Source: an optimization exercise on an open RTL-to-GDS flow (aim: small area and a short achievable clock period). Production flows keep margins and buffers that such runs may drop. Where RTL was checked, it was by simulation tests only, not by an equivalence proof against the original. For runs 2 and 3, only the layout was checked, not whether the RTL still works. Power figures rest on the tool's default switching activity, not on a simulated workload.

==> flow/design.v, too long to show whole: its modules and the start of the top module <==
// module alu_shamt: 268 lines
// module alu_mul16: 1079 lines
// module alu_top: 253 lines
module alu_top (
    input  logic                      clk,
    input  logic                      reset,
    input  logic                      ce,
    input  logic                      execute,
    input  logic [4:0]                operation,
    input  logic [16-1:0]    ta,
    input  logic [16-1:0]    tb,
    input  logic                      wide,
    input  logic [5:0]                flags_in,
    output logic [32-1:0]    result,
    output logic [5:0]                flags,
    output logic                      done
);
  // ...
==> flow/flow/run.sh <==
#!/bin/bash
# The standard layout (standard.sh) with two changes:
# - synthesis runs Yosys's synth with -noabc (SYNTH_ARGS), so the full adders
#   are extracted from the design's own gates rather than from ABC's first
#   mapping, which leaves them in mixed polarity with inverters in between;
#   the registers, their names and cells are those of the standard synthesis
# - buffer_ports makes the port buffers from buf_1 cells instead of the slow
#   delay-buffer cell it picks by itself
# The make output goes to make_finish.log here; ORFS keeps each step's log
# under orfs/logs/.
set -euo pipefail
bash standard.sh "SYNTH_ARGS=-noabc" \
    "BUFFER_PORTS_ARGS=-buffer_cell sky130_fd_sc_hd__buf_1" finish > make_finish.log 2>&1
==> flow/standard.sh <==
#!/bin/bash
# synth_recipe.tcl (not shown) runs the flow's synth.tcl, then flattens the netlist and writes it again
# the make line also repeats each setting of config.mk as NAME=value (left out here)
make -C /OpenROAD-flow-scripts/flow DESIGN_CONFIG=/design/flow/config.mk WORK_HOME=/design/flow/orfs CLKGATE_MAP_FILE= SYNTH_SCRIPT=/design/flow/synth_recipe.tcl "${@:-finish}"
==> flow/config.mk <==
export PLATFORM = sky130hd
export DESIGN_NAME = alu_top
export DESIGN_NICKNAME = alu_top
export VERILOG_FILES = /design/flow/design.v
export SDC_FILE = /design/flow/constraint.sdc
export NUM_CORES = 4
export LEC_CHECK = 0
export ABC_AREA = 1
export CAP_MARGIN = 20
export CORE_MARGIN = 2
export CORE_UTILIZATION = 40
export SLEW_MARGIN = 20
==> flow/constraint.sdc <==
create_clock -name core_clock -period 11.0 [get_ports {clk}]
set_input_delay 2.2000 -clock core_clock [delete_from_list [all_inputs] [get_ports {clk}]]
set_output_delay 2.2000 -clock core_clock [all_outputs]
set_load 0.01 [all_outputs]
==> results.json, run 1 <==
{
  "critPathCapture": "flags[4]",
  "maxPowerGroup": "combinational cells",
  "io_pins": 87,
  "setup_total_negative_slack_ns": 0,
  "outcome": "finished clean",
  "grt_overall_usage": 0.360,
  "number_of_flip_flops_under_the_largest_register_name": 32,
  "post_cts_resize_count": 0,
  "wl_met3_um": 5190,
  "routed_wl_um": 60300,
  "fmaxAchievable_mhz": 95.2,
  "dp_hpwl_um": 48600,
  "post_synth_inst_count": 1891,
  "layout.cells.most_common": "sky130_fd_sc_hd__nand2_1",
  "yosys_warnings": 1,
  "cts_buffer_depth": 2,
  "cts-root-buf": "sky130_fd_sc_hd__clkbuf_16",
  "worst_path_arrival_time_ns": 10.72,
  "synth-async-reset-ratio": 0,
  "max_slew.worst_pin.slew_ns": 0.979,
  "p_clk_uw": 169,
  "number_of_diodes_added_for_antenna_fixing": 1,
  "hold_viol_final": 0,
  "yosysMostFrequentCell": "sky130_fd_sc_hd__nand2_1",
  "met3_usage": 0.0469,
  "power.combinational.fraction": 0.781
}
==> module alu_top, before the edit <==
module alu_top (
    input  logic                      clk,
    input  logic                      reset,
    input  logic                      ce,
    input  logic                      execute,
    input  logic [4:0]                operation,
    input  logic [16-1:0]    ta,
    input  logic [16-1:0]    tb,
    input  logic                      wide,
    input  logic [5:0]                flags_in,
    output logic [32-1:0]    result,
    output logic [5:0]                flags,
    output logic                      done
);
    localparam int CY = 5, P = 4, AC = 3, Z = 2, S = 1, V = 0;
    logic [4:0] op;
    logic       cy_in;
    assign op    = operation;
    assign cy_in = flags_in[CY];
    logic op_valid, is_arith, is_sub, use_c, incdec, is_inc, is_dec, is_neg;
    logic is_log3, is_test;
    logic is_rol, is_ror, is_rolc, is_rorc, is_rot, is_rotc;
    logic is_shl, is_shr, is_shra, is_shift_any, is_mul, mul_signed, psz_op;
    assign op_valid     = op <= 5'd24;
    assign is_arith     = op <= 5'd7;
    assign is_sub       = op >= 5'd3 && op <= 5'd7;
    assign use_c        = op == 5'd1 || op == 5'd4;
    assign is_inc       = op == 5'd2;
    assign is_dec       = op == 5'd6;
    assign incdec       = is_inc | is_dec;
    assign is_neg       = op == 5'd7;
    assign is_log3      = op >= 5'd8 && op <= 5'd10;
    assign is_test      = op == 5'd15;
    assign is_rol       = op == 5'd16;
    assign is_rolc      = op == 5'd17;
    assign is_ror       = op == 5'd18;
    assign is_rorc      = op == 5'd19;
    assign is_rot       = is_rol | is_ror;
    assign is_rotc      = is_rolc | is_rorc;
    assign is_shl       = op == 5'd20;
    assign is_shr       = op == 5'd21;
    assign is_shra      = op == 5'd22;
    assign is_shift_any = op >= 5'd16 && op <= 5'd22;
    assign is_mul       = op == 5'd23 || op == 5'd24;
    assign mul_signed   = op == 5'd24;
    assign psz_op       = is_arith | is_log3 | is_shl | is_shr | is_shra;
    logic [3:0]  bidx;
    logic [15:0] bmask, b2, lres;
    logic [3:0]  tt;     
    assign bidx  = wide ? tb[3:0] : {1'b0, tb[2:0]};
    assign bmask = 16'd1 << bidx;
    assign b2    = op[2] ? bmask : tb;
    always_comb begin
        case (op[2:0])
            3'd0:    tt = 4'b1000;    
            3'd1:    tt = 4'b1110;    
            3'd2:    tt = 4'b0110;    
            3'd3:    tt = 4'b0011;    
            3'd4:    tt = 4'b1110;    
            3'd5:    tt = 4'b0100;    
            3'd6:    tt = 4'b0110;    
            default: tt = 4'b1000;    
        endcase
    end
    always_comb
        for (int i = 0; i < 16; i++)
            lres[i] = tt[{ta[i], b2[i]}];
    logic [4:0]  cnt;
    logic        cnt_nz, cnt_ge17, r_nz;
    logic [7:0]  a8;
    logic [15:0] oh_sh, ma, mc, ax, ay;
    logic        mci;
    logic [31:0] prod;
    assign cnt      = tb[4:0];
    assign cnt_nz   = cnt != 5'd0;
    assign cnt_ge17 = cnt >= 5'd17;
    assign r_nz     = wide ? (cnt != 5'd0 && cnt != 5'd17)
                           : (cnt != 5'd0 && cnt != 5'd9 && cnt != 5'd18 && cnt != 5'd27);
    assign a8       = ta[7:0];
    alu_shamt u_shamt (
        .wide(wide), .cnt(cnt),
        .k_shl(is_shl), .k_shr(is_shr | is_shra), .k_rol(is_rol), .k_ror(is_ror),
        .k_rolc(is_rolc), .k_rorc(is_rorc), .oh(oh_sh)
    );
    always_comb begin
        if (wide)
            ma = ta;
        else if (is_mul)
            ma = {{8{mul_signed & ta[7]}}, a8};
        else if (is_shra)
            ma = {{8{ta[7]}}, a8};
        else if (is_rot)
            ma = {a8, a8};
        else if (is_rotc)
            ma = {a8[6:0], cy_in, a8};
        else
            ma = {8'd0, a8};
    end
    logic [15:0] tbx;
    logic [16:0] bx;
    logic [7:0]  one_m, two_m, neg_m, bone, btwo, bneg;
    logic        bd8;
    assign tbx = wide ? tb : {{8{mul_signed & tb[7]}}, tb[7:0]};
    assign bx  = {mul_signed & tbx[15], tbx};
    always_comb
        for (int i = 0; i < 8; i++) begin
            one_m[i] = bx[2 * i] ^ (i == 0 ? 1'b0 : bx[2 * i - 1]);
            two_m[i] = ( bx[2 * i + 1] & ~bx[2 * i] & ~(i == 0 ? 1'b0 : bx[2 * i - 1]))
                     | (~bx[2 * i + 1] &  bx[2 * i] &  (i == 0 ? 1'b0 : bx[2 * i - 1]));
            neg_m[i] = bx[2 * i + 1];
        end
    always_comb
        for (int i = 0; i < 8; i++) begin
            bone[i] = is_mul ? one_m[i] : oh_sh[2 * i] | (i == 0 && is_arith && !is_neg);
            btwo[i] = is_mul ? two_m[i] : oh_sh[2 * i + 1];
            bneg[i] = is_mul & neg_m[i];
        end
    assign bd8 = is_mul & tbx[15] & ~mul_signed;
    always_comb begin
        if (is_neg)
            ay = ~ta;
        else if (is_inc)
            ay = 16'd0;
        else if (is_dec)
            ay = 16'hffff;
        else if (is_sub)
            ay = ~tb;
        else
            ay = tb;
    end
    assign ax  = is_neg ? 16'd0 : ta;
    assign mc  = !is_arith ? 16'd0 : wide ? ay : {8'd0, ay[7:0]};
    assign mci = is_arith & (is_inc | (is_sub & !is_dec) ^ (use_c & cy_in));
    alu_mul16 u_mul (.a(ma), .sa(mul_signed | is_shra),
                     .one(bone), .two(btwo), .neg(bneg), .d8(bd8),
                     .c(mc), .ci(mci), .p(prod));
    logic ar_cy, ar_ac, ar_v;
    assign ar_cy = (wide ? prod[16] : prod[8]) ^ is_sub;
    assign ar_ac = prod[4] ^ ax[4] ^ ay[4] ^ is_sub;
    assign ar_v  = wide ? ((ax[15] ^ prod[15]) & (ay[15] ^ prod[15]))
                        : ((ax[7]  ^ prod[7])  & (ay[7]  ^ prod[7]));
    logic        sel_lo, sel_lo1, sel_hi, sel_ci;
    logic [15:0] sres;
    logic        sh_cy, sh_v, sgn;
    always_comb begin
        sel_lo  = 1'b0;
        sel_lo1 = 1'b0;
        sel_hi  = 1'b0;
        sel_ci  = 1'b0;
        if (is_arith) begin
            sel_lo = 1'b1;
        end else if (is_rot) begin
            sel_lo = 1'b1;
            sel_hi = 1'b1;
        end else if (is_rotc) begin
            sel_lo  = !r_nz;
            sel_lo1 = r_nz;
            sel_hi  = r_nz;
            sel_ci  = r_nz;
        end else if (is_shl) begin
            sel_lo = !cnt[4];
        end else begin   
            sel_lo = !cnt_nz;
            sel_hi = cnt_nz;
        end
    end
    assign sres = ({16{sel_lo}}  & prod[15:0])
                | ({16{sel_lo1}} & {prod[14:0], 1'b0})
                | ({16{sel_hi}}  & prod[31:16])
                | ({16{sel_ci & cy_in}} & oh_sh);
    always_comb begin
        if (is_rol)
            sh_cy = prod[0] | prod[16];
        else if (is_ror)
            sh_cy = wide ? (prod[15] | prod[31]) : prod[23];
        else if (is_rotc)
            sh_cy = r_nz ? prod[15] : cy_in;
        else if (is_shl)
            sh_cy = wide ? (cnt[4] ? (cnt[3:0] == 4'd0) & ta[0] : prod[16])
                         : (!cnt[4] & prod[8]);
        else if (is_shr)
            sh_cy = !cnt_ge17 & prod[15];
        else
            sh_cy = prod[15];
    end
    assign sgn  = wide ? ta[15] : ta[7];
    assign sh_v = ~is_shra & (sgn ^ (wide ? sres[15] : sres[7]));
    logic m_ovf;
    assign m_ovf = wide ? (prod[31:16] != {16{mul_signed & prod[15]}})
                        : (prod[15:8]  != {8{mul_signed & prod[7]}});
    logic [15:0] r16;
    logic [31:0] next_result;
    logic [5:0]  next_flags;
    logic        pz, ps, pp;
    assign r16 = (is_arith | op[4]) ? sres : lres;
    always_comb begin
        if (is_mul)
            next_result = wide ? prod : {16'd0, prod[15:0]};
        else if (wide)
            next_result = {16'd0, r16};
        else
            next_result = {24'd0, r16[7:0]};
    end
    assign pp = ~^r16[7:0];
    assign ps = wide ? r16[15] : r16[7];
    assign pz = wide ? (r16 == 16'd0) : (r16[7:0] == 8'd0);
    always_comb begin
        next_flags = flags_in;
        if (is_arith) begin
            if (!incdec) next_flags[CY] = ar_cy;
            next_flags[AC] = ar_ac;
            next_flags[V]  = ar_v;
        end
        if (is_log3) begin
            next_flags[CY] = 1'b0;
            next_flags[AC] = 1'b0;
            next_flags[V]  = 1'b0;
        end
        if (is_test) begin
            next_flags[CY] = 1'b0;
            next_flags[V]  = 1'b0;
            next_flags[Z]  = ~|(ta & bmask);
        end
        if (is_shift_any) begin
            if (cnt_nz) next_flags[CY] = sh_cy;
            next_flags[V] = sh_v;
        end
        if (is_mul) begin
            next_flags[CY] = m_ovf;
            next_flags[V]  = m_ovf;
        end
        if (psz_op) begin
            next_flags[P] = pp;
            next_flags[S] = ps;
            next_flags[Z] = pz;
        end
    end
    logic accept;
    assign accept = ce & execute & op_valid;
    always_ff @(posedge clk) begin
        if (reset) begin
            result <= '0;
            flags  <= '0;
            done   <= 1'b0;
        end else begin
            done <= accept;
            if (accept) begin
                result <= next_result;
                flags  <= next_flags;
            end
        end
    end
endmodule
==> run 2: changes to the inputs <==
--- a/flow/design.v
+++ b/flow/design.v
@@ -1617,5 +1617,10 @@
             next_result = {24'd0, r16[7:0]};
     end
-    assign pp = ~^r16[7:0];
+    logic pp_lo, pp_hi;
+    assign pp_lo = ~^prod[7:0];
+    assign pp_hi = ~^prod[23:16];
+    assign pp = !(is_arith | op[4])        ? ~^lres[7:0]
+              : (is_shl & cnt[4])          ? 1'b1
+              : ((is_shr | is_shra) & cnt_nz) ? pp_hi : pp_lo;
     assign ps = wide ? r16[15] : r16[7];
     assign pz = wide ? (r16 == 16'd0) : (r16[7:0] == 8'd0);
==> flow/flow/run.sh (replaced) <==
#!/bin/bash
# The standard layout (standard.sh) with two changes:
# - synthesis runs Yosys's synth with -noabc (SYNTH_ARGS), so the full adders
#   are extracted from the design's own gates rather than from ABC's first
#   mapping, which leaves them in mixed polarity with inverters in between;
#   the registers, their names and cells are those of the standard synthesis
# - buffer_ports makes the port buffers from buf_2 cells instead of the slow
#   delay-buffer cell it picks by itself
# The make output goes to make_finish.log here; ORFS keeps each step's log
# under orfs/logs/.
set -euo pipefail
bash standard.sh "SYNTH_ARGS=-noabc" \
    "BUFFER_PORTS_ARGS=-buffer_cell sky130_fd_sc_hd__buf_2" finish > make_finish.log 2>&1
--- a/flow/config.mk
+++ b/flow/config.mk
@@ -10,3 +10,4 @@
 export CORE_MARGIN = 2
 export CORE_UTILIZATION = 40
+export SETUP_SLACK_MARGIN = 1.0
 export SLEW_MARGIN = 20
==> results.json, run 2 <==
{
  "hold_viol_final": 0,
  "worst_path_arrival_time_ns": 9.91,
  "area_delta_synth_final_pct": 9.09,
  "rsz0062_at_grt": "no",
  "drc_errors": 0,
  "drv.max_cap_violation_count": 0,
  "average_detailed_routed_wire_length_per_instance_um": 23.9,
  "vias_per_cell": 6.11,
  "post_synth_inst_count": 2030,
  "synth.yosys.seq_area_share": 0.0582,
  "cts_buffer_depth": 2,
  "fp.coreArea_mm2": 0.0333,
  "setup.worst_path.start_class": "input port",
  "final_util": 0.440,
  "fp.dieArea_mm2": 0.0350,
  "syn-mean-instance-area_um2": 6.61,
  "nFillCells": 3564,
  "first_iter_violations": 2066,
  "setup_total_negative_slack_ns": 0,
  "layout.cells.most_common": "sky130_fd_sc_hd__nand2_1",
  "yosys.cell_types.count": 59,
  "power.density_mw_per_mm2": 101,
  "cts_tree": "built",
  "biggestRegsByFlops": "result: 32 flops, flags: 6 flops, done: 1 flops",
  "worst-setup-path-type": "in -> reg",
  "postRouteAntennaNets": 0,
  "yosys.area.top_type": "sky130_fd_sc_hd__fa_1",
  "hold_bufs_at_cts": 0,
  "synth_enable_flop_cells": 0,
  "largest-register": "result",
  "synth.ff_latch_count": 39,
  "post_route_cells_drive_above_1_share": 0.117,
  "max_slew.worst_pin.slew_ns": 0.855,
  "std_cell_rows": 67,
  "relSlewSlack": 0.428,
  "cts-root-buf": "sky130_fd_sc_hd__clkbuf_16",
  "ys.flop_type": "sky130_fd_sc_hd__dfxtp_1",
  "io_pins": 87,
  "min_period_over_period": 0.882,
  "final_cell_mix": "sky130_fd_sc_hd__nand2_1 (481), sky130_fd_sc_hd__inv_1 (185), sky130_fd_sc_hd__xor2_1 (176), sky130_fd_sc_hd__nor2_1 (143), sky130_fd_sc_hd__o22ai_1 (138)",
  "globalRoute.totalOverflow": 0,
  "num_cts_buffers": 5,
  "antenna_found_initial": 2,
  "yosys_warnings": 1,
  "timing.critical_path.required_ns": 11.21,
  "hold_path_class": "reg -> reg",
  "largest_net_degree_at_the_start_of_global_routing": 36,
  "yosys.area.top_type_share": 0.191,
  "initial_core_utilization": 0.403,
  "multi_input_area_mm2": 0.0114,
  "outcome": "finished clean",
  "die-width_um": 187,
  "placement.io_buffers": 86,
  "clock_sink_count": 39,
  "total_leakage_power_uw": 0.00785,
  "critical_path.max_stage_delay_ns": 0.55,
  "final.min_clock_period_ns": 9.70,
  "gp_routability_congestion": 1.07,
  "grt_pass1_vias": 14331,
  "fmaxAchievable_mhz": 103,
  "path_common_cell": "sky130_fd_sc_hd__nand2_1",
  "yosysMostFrequentCell": "sky130_fd_sc_hd__nand2_1",
  "max_fo_critical_path": 18,
  "number_of_flip_flops_under_the_largest_register_name": 32,
  "dp_hpwl_um": 47800,
  "synth.area.top_cells": "sky130_fd_sc_hd__fa_1 (19%), sky130_fd_sc_hd__nand2_1 (13%), sky130_fd_sc_hd__xor2_1 (12%)",
  "max-vdd-ir-drop_mv": 0.0897,
  "final-max-slew-violation-count": 0,
  "setup_viol_count_final": 0,
  "synthesis.nets": 2265,
  "routed_wl_um": 60500,
  "seq_area_um2": 781,
  "synth-async-reset-ratio": 0,
  "worst_skew_pair.late_latency_ns": 0.28,
  "chipHeight_um": 187,
  "cts.htree.levels": 2,
  "detail_route.first_pass.iterations": 7,
  "cp_slowest_cell": "sky130_fd_sc_hd__fa_1",
  "synth_common_cells": "sky130_fd_sc_hd__nand2_1 (481), sky130_fd_sc_hd__inv_1 (186), sky130_fd_sc_hd__xor2_1 (178), sky130_fd_sc_hd__nor2_1 (146), sky130_fd_sc_hd__o22ai_1 (138)",
  "cell_area_after_synthesis_mm2": 0.0134,
  "worst_clock_skew_ns": 0,
  "layout.nets": 2316,
  "wire_length_of_the_first_global_routing_pass_um": 90500,
  "critical_path.endpoint_type": "flip-flop",
  "vias": 15477,
  "clk_pin_slew_worst_paths_ns": 0.06,
  "grt_overall_usage": 0.335
}
-- run 2: cell count changes after synthesis, moves of 7 or more --
cell,change
sky130_fd_sc_hd__xnor2_1,+7
sky130_fd_sc_hd__a221oi_1,-10
sky130_fd_sc_hd__buf_4,+8
sky130_fd_sc_hd__inv_2,+9
sky130_fd_sc_hd__nand2_1,+96
sky130_fd_sc_hd__o211ai_1,-7
sky130_fd_sc_hd__buf_2,+9
sky130_fd_sc_hd__clkbuf_1,-16
sky130_fd_sc_hd__nor2_2,+7
sky130_fd_sc_hd__a21oi_1,+7
sky130_fd_sc_hd__nand3_1,-10
sky130_fd_sc_hd__xor2_1,+23
-- run 2: timing repair --
item,4_1_cts,5_1_grt
buffers inserted,0,6
gates resized for setup,0,17
setup endpoints to repair,0,15
-- run 2: worst paths after layout --
check        startpoint        end  slack, ns  depth (start not counted)
max               tb[4]   flags[5]       1.30                         33
min           result[3]  result[3]       0.46                          2
max reg2reg    flags[2]   flags[2]      10.32                          2
min reg2reg   result[3]  result[3]       0.46                          2
-- run 2: through the flow --
step                hold WS, ns  setup slack [ns]  power [µW]  std cells  instance area, µm²
floorplan                 0.490              2.23         947       2030               13400
global placement          0.450             0.785        1290       2516               14300
detailed placement        0.452             0.830        1300       2516               14300
CTS                       0.461              1.08        1440       2524               14500
global route              0.480              1.04        1600       2531               14600
finish                    0.460              1.30        1480       2531               14600
-- run 2: critical path: cells and delay by family --
family                     cells  cell delay, ns
AOI/OAI and AO/OA              5            0.93
xor gates and xnor gates       2            0.40
adders and majority gates      6            2.92
buffers and inverters          5            1.34
and+or+nand+nor               15            2.06
-- run 2: logic make-up after synthesis --
kind of cell	after synthesis	share of synthesized area
buf+inv	314	0.0944
xor+xnor	192	0.125
flops	39	0.0582
fa+ha+maj	187	0.246
compound gates	459	0.208
simple gates	839	0.268
-- run 2: final cells by class --
| class | count | share of cell area |
|---|---|---|
| timing repair buffer | 143 | 0.0597 |
| antenna | 1 | 0.000171 |
| multi-input combinational | 1677 | 0.782 |
| sequential | 39 | 0.0533 |
| clock inverter | 3 | 0.00137 |
| inverter | 215 | 0.0565 |
| clock buffer | 5 | 0.00855 |
| tap | 448 | 0.0383 |
-- run 2: power breakdown --
part / switching (µW) / total [µW] / leakage (µW) / internal (µW)
registers: 3.57 / 152 / 0.000317 / 148
logic: 811 / 1190 / 0.00747 / 380
clock network: 55.9 / 139 / 0.0000658 / 83.4
-- run 2: layer usage --
layer	wire, µm	share of wire	vias to the layer above	track usage
met4	2650	0.044	2	0.127
li1	-	-	6876	-
met2	24100	0.40	1133	0.478
met5	15	0.00025	-	0
met1	25700	0.43	7293	0.484
met3	7940	0.13	173	0.0822
==> run 3: changes to the inputs <==
--- a/flow/design.v
+++ b/flow/design.v
@@ -1527,6 +1527,6 @@
     always_comb
         for (int i = 0; i < 8; i++) begin
-            bone[i] = is_mul ? one_m[i] : oh_sh[2 * i] | (i == 0 && is_arith && !is_neg);
-            btwo[i] = is_mul ? two_m[i] : oh_sh[2 * i + 1];
+            bone[i] = (is_mul & one_m[i]) | oh_sh[2 * i] | (i == 0 && is_arith && !is_neg);
+            btwo[i] = (is_mul & two_m[i]) | oh_sh[2 * i + 1];
             bneg[i] = is_mul & neg_m[i];
         end
@@ -1617,10 +1617,5 @@
             next_result = {24'd0, r16[7:0]};
     end
-    logic pp_lo, pp_hi;
-    assign pp_lo = ~^prod[7:0];
-    assign pp_hi = ~^prod[23:16];
-    assign pp = !(is_arith | op[4])        ? ~^lres[7:0]
-              : (is_shl & cnt[4])          ? 1'b1
-              : ((is_shr | is_shra) & cnt_nz) ? pp_hi : pp_lo;
+    assign pp = ~^r16[7:0];
     assign ps = wide ? r16[15] : r16[7];
     assign pz = wide ? (r16 == 16'd0) : (r16[7:0] == 8'd0);
--- a/flow/config.mk
+++ b/flow/config.mk
@@ -10,4 +10,4 @@
 export CORE_MARGIN = 2
 export CORE_UTILIZATION = 40
-export SETUP_SLACK_MARGIN = 1.0
+export SETUP_SLACK_MARGIN = 1.3
 export SLEW_MARGIN = 20
==> results.json, run 3 <==
{
  "chipHeight_um": 184,
  "cp_slowest_cell": "sky130_fd_sc_hd__fa_2",
  "relSlewSlack": 0.328,
  "ys.flop_type": "sky130_fd_sc_hd__dfxtp_1",
  "yosys_warnings": 1,
  "hold_bufs_at_cts": 0,
  "placement.io_buffers": 86,
  "routed_wl_um": 60200,
  "timing.critical_path.required_ns": 11.20,
  "hold_path_class": "reg -> reg",
  "largest-register": "result",
  "setup.worst_path.start_class": "input port",
  "critical_path.endpoint_type": "flip-flop",
  "std_cell_rows": 66,
  "final_critical_path_setup_slack_ns": 1.63,
  "synth_enable_flop_cells": 0,
  "layout.cells.most_common": "sky130_fd_sc_hd__nand2_1",
  "synth_common_cells": "sky130_fd_sc_hd__nand2_1 (399), sky130_fd_sc_hd__inv_1 (181), sky130_fd_sc_hd__xor2_1 (151), sky130_fd_sc_hd__o22ai_1 (149), sky130_fd_sc_hd__nor2_1 (130)",
  "largest_net_degree_at_the_start_of_global_routing": 33,
  "antenna_found_initial": 0,
  "final.min_clock_period_ns": 9.37,
  "post_synth_inst_count": 1922,
  "number_of_flip_flops_under_the_largest_register_name": 32,
  "synth.ff_latch_count": 39,
  "final_cell_mix": "sky130_fd_sc_hd__nand2_1 (395), sky130_fd_sc_hd__inv_1 (175), sky130_fd_sc_hd__xor2_1 (150), sky130_fd_sc_hd__o22ai_1 (148), sky130_fd_sc_hd__fa_1 (127)",
  "worst_path_arrival_time_ns": 9.57,
  "vias": 14983,
  "detail_route.first_pass.iterations": 6,
  "num_cts_buffers": 5,
  "yosysMostFrequentCell": "sky130_fd_sc_hd__nand2_1",
  "biggestRegsByFlops": "result: 32 flops, flags: 6 flops, done: 1 flops",
  "wire_length_of_the_first_global_routing_pass_um": 89500,
  "max_slew.worst_pin.slew_ns": 1.01,
  "cts_tree": "built",
  "yosys.cell_types.count": 64,
  "cts.htree.levels": 2,
  "die-width_um": 184,
  "min_period_over_period": 0.851,
  "cts-root-buf": "sky130_fd_sc_hd__clkbuf_16",
  "worst_clock_skew_ns": 0,
  "final-max-slew-violation-count": 0,
  "cts_buffer_depth": 2,
  "cell_area_after_synthesis_mm2": 0.0130,
  "pre_cts_ws_ns": 0.678,
  "rsz0062_at_grt": "no",
  "synthesis.nets": 2161,
  "gp_routability_congestion": 1.01,
  "max-vdd-ir-drop_mv": 0.0592,
  "outcome": "finished clean",
  "setup_total_negative_slack_ns": 0,
  "clock_sink_count": 39,
  "average_detailed_routed_wire_length_per_instance_um": 24.7,
  "drv.max_cap_violation_count": 0,
  "fp.dieArea_mm2": 0.0340,
  "grt_pass1_vias": 14289,
  "postRouteAntennaNets": 0,
  "critical_path.max_stage_delay_ns": 0.70,
  "fmaxAchievable_mhz": 107,
  "yosys.area.top_type": "sky130_fd_sc_hd__fa_1",
  "synth.area.top_cells": "sky130_fd_sc_hd__fa_1 (20%), sky130_fd_sc_hd__nand2_1 (11%), sky130_fd_sc_hd__xor2_1 (10%)",
  "total_leakage_power_uw": 0.00757,
  "post_route_cells_drive_above_1_share": 0.146,
  "fp.coreArea_mm2": 0.0323,
  "first_iter_violations": 1820,
  "worst-setup-path-type": "in -> reg",
  "power.density_mw_per_mm2": 93.9,
  "worst_skew_pair.late_latency_ns": 0.28,
  "syn-mean-instance-area_um2": 6.78,
  "globalRoute.totalOverflow": 0,
  "synth.yosys.seq_area_share": 0.0599,
  "nFillCells": 3398,
  "io_pins": 87,
  "initial_core_utilization": 0.403,
  "grt_overall_usage": 0.351,
  "dp_hpwl_um": 47400,
  "synth-async-reset-ratio": 0,
  "setup_viol_count_final": 0,
  "clk_pin_slew_worst_paths_ns": 0.05,
  "max_fo_critical_path": 17,
  "drc_errors": 0,
  "vias_per_cell": 6.15,
  "final_util": 0.451,
  "hold_viol_final": 0,
  "layout.nets": 2232,
  "area_delta_synth_final_pct": 11.8,
  "yosys.area.top_type_share": 0.197
}
## run 3: where the power goes
| group | internal (µW) | total (µW) | switching (µW) |
|---|---|---|---|
| Clock | 88.4 | 142 | 53.3 |
| Sequential | 149 | 152 | 3.67 |
| Combinational | 340 | 1070 | 734 |
| Total | 577 | 1370 | 791 |
## run 3: cell type report
| class | count | area [µm²] | share of cell area |
|---|---|---|---|
| antenna | 1 | 2.50 | 0.000172 |
| timing repair inverter | 1 | 7.51 | 0.000516 |
| sequential | 39 | 781 | 0.0536 |
| multi-input combinational | 1580 | 11200 | 0.770 |
| clock buffer | 6 | 139 | 0.00954 |
| timing repair buffer | 160 | 1050 | 0.0721 |
| inverter | 206 | 806 | 0.0553 |
| clock inverter | 1 | 5.00 | 0.000344 |
| tap | 442 | 553 | 0.0380 |
## run 3: kinds of logic (layout without fill, tap and decap cells)
group	after synthesis	in the layout	synth area share
compound gates	476	476	0.224
simple gates	753	754	0.259
xor+xnor	159	159	0.107
buf+inv	304	374	0.0931
flops	39	39	0.0599
other cells	0	1	0
fa+ha+maj	191	191	0.257
## run 3: worst paths after layout
| check | cells after the start | slack (ns) | end | start |
|---|---|---|---|---|
| worst max-delay path | 32 | 1.63 | flags[4] | wide |
| worst min-delay path | 2 | 0.46 | result[25] | result[25] |
| worst max register to register | 2 | 10.33 | result[8] | result[8] |
| worst min register to register | 2 | 0.46 | result[25] | result[25] |
## run 3: what timing repair did
item	CTS	global route
setup endpoints to repair	3	6
resized for setup	5	49
endpoints found under the hold margin	0	0
gates cloned	0	2
buffers inserted	0	24
pin swaps	0	7
## run 3: stage by stage
step           total power (µW)  hold slack (ns)  instances  cell area [µm²]
2_1_floorplan               837            0.490       1922            13000
3_3_place_gp               1170            0.452       2402            13900
4_1_cts                    1320            0.462       2409            14100
6_report                   1370            0.462       2436            14600
3_5_place_dp               1180            0.454       2402            13900
5_1_grt                    1470            0.481       2435            14600
## run 3: routing by layer
layer / track usage / routed length, µm / part of all wire
met4: 0.198 / 4280 / 0.071
met3: 0.0385 / 5080 / 0.084
met2: 0.559 / 26400 / 0.44
met1: 0.464 / 24500 / 0.41
met5: 0 / 0 / 0
## run 3: critical path: cells and delay by family
kind | cells | cell delay (ns)
fa+ha+maj | 7 | 3.24
compound gates | 11 | 1.78
simple gates | 8 | 1.10
buf+inv | 3 | 0.78
xor+xnor | 3 | 0.48

static timing again, ports no longer ideal:
Ports are ideal in the flow. The routed layouts listed here were re-timed in OpenROAD.
Step 1 assumes that a clkbuf_16 drives the clock port and a buf_2 every other input.
Step 2 times the ports against the registers' clock, not the clock port: input delays grow and output delays shrink by t, the midpoint of the rising clock arrivals with the driver on.
Three values: ideal ports, drivers, drivers and shift; two values: the first two.
| run | shift t [ns] | setup WS [ns] | latest minus earliest clock arrival (ns) | slew at the worst register clock pin (ns) | cell pins on the clock port's net |
|---|---|---|---|---|---|
| run 1 | 0.315 | 0.495 / 0.507 / 0.192 | 0.006 / 0.005 | 0.06 / 0.06 | 1 |
| run 2 | 0.312 | 1.299 / 1.311 / 0.999 | 0.007 / 0.007 | 0.06 / 0.06 | 1 |
| run 3 | 0.314 | 1.635 / 1.635 / 1.321 | 0.004 / 0.003 | 0.06 / 0.06 | 1 |
After both steps every run listed still meets setup and hold. The setup slack of run 3, which loses most, moves by 0.000 ns with the drivers and by -0.314 ns with both steps.
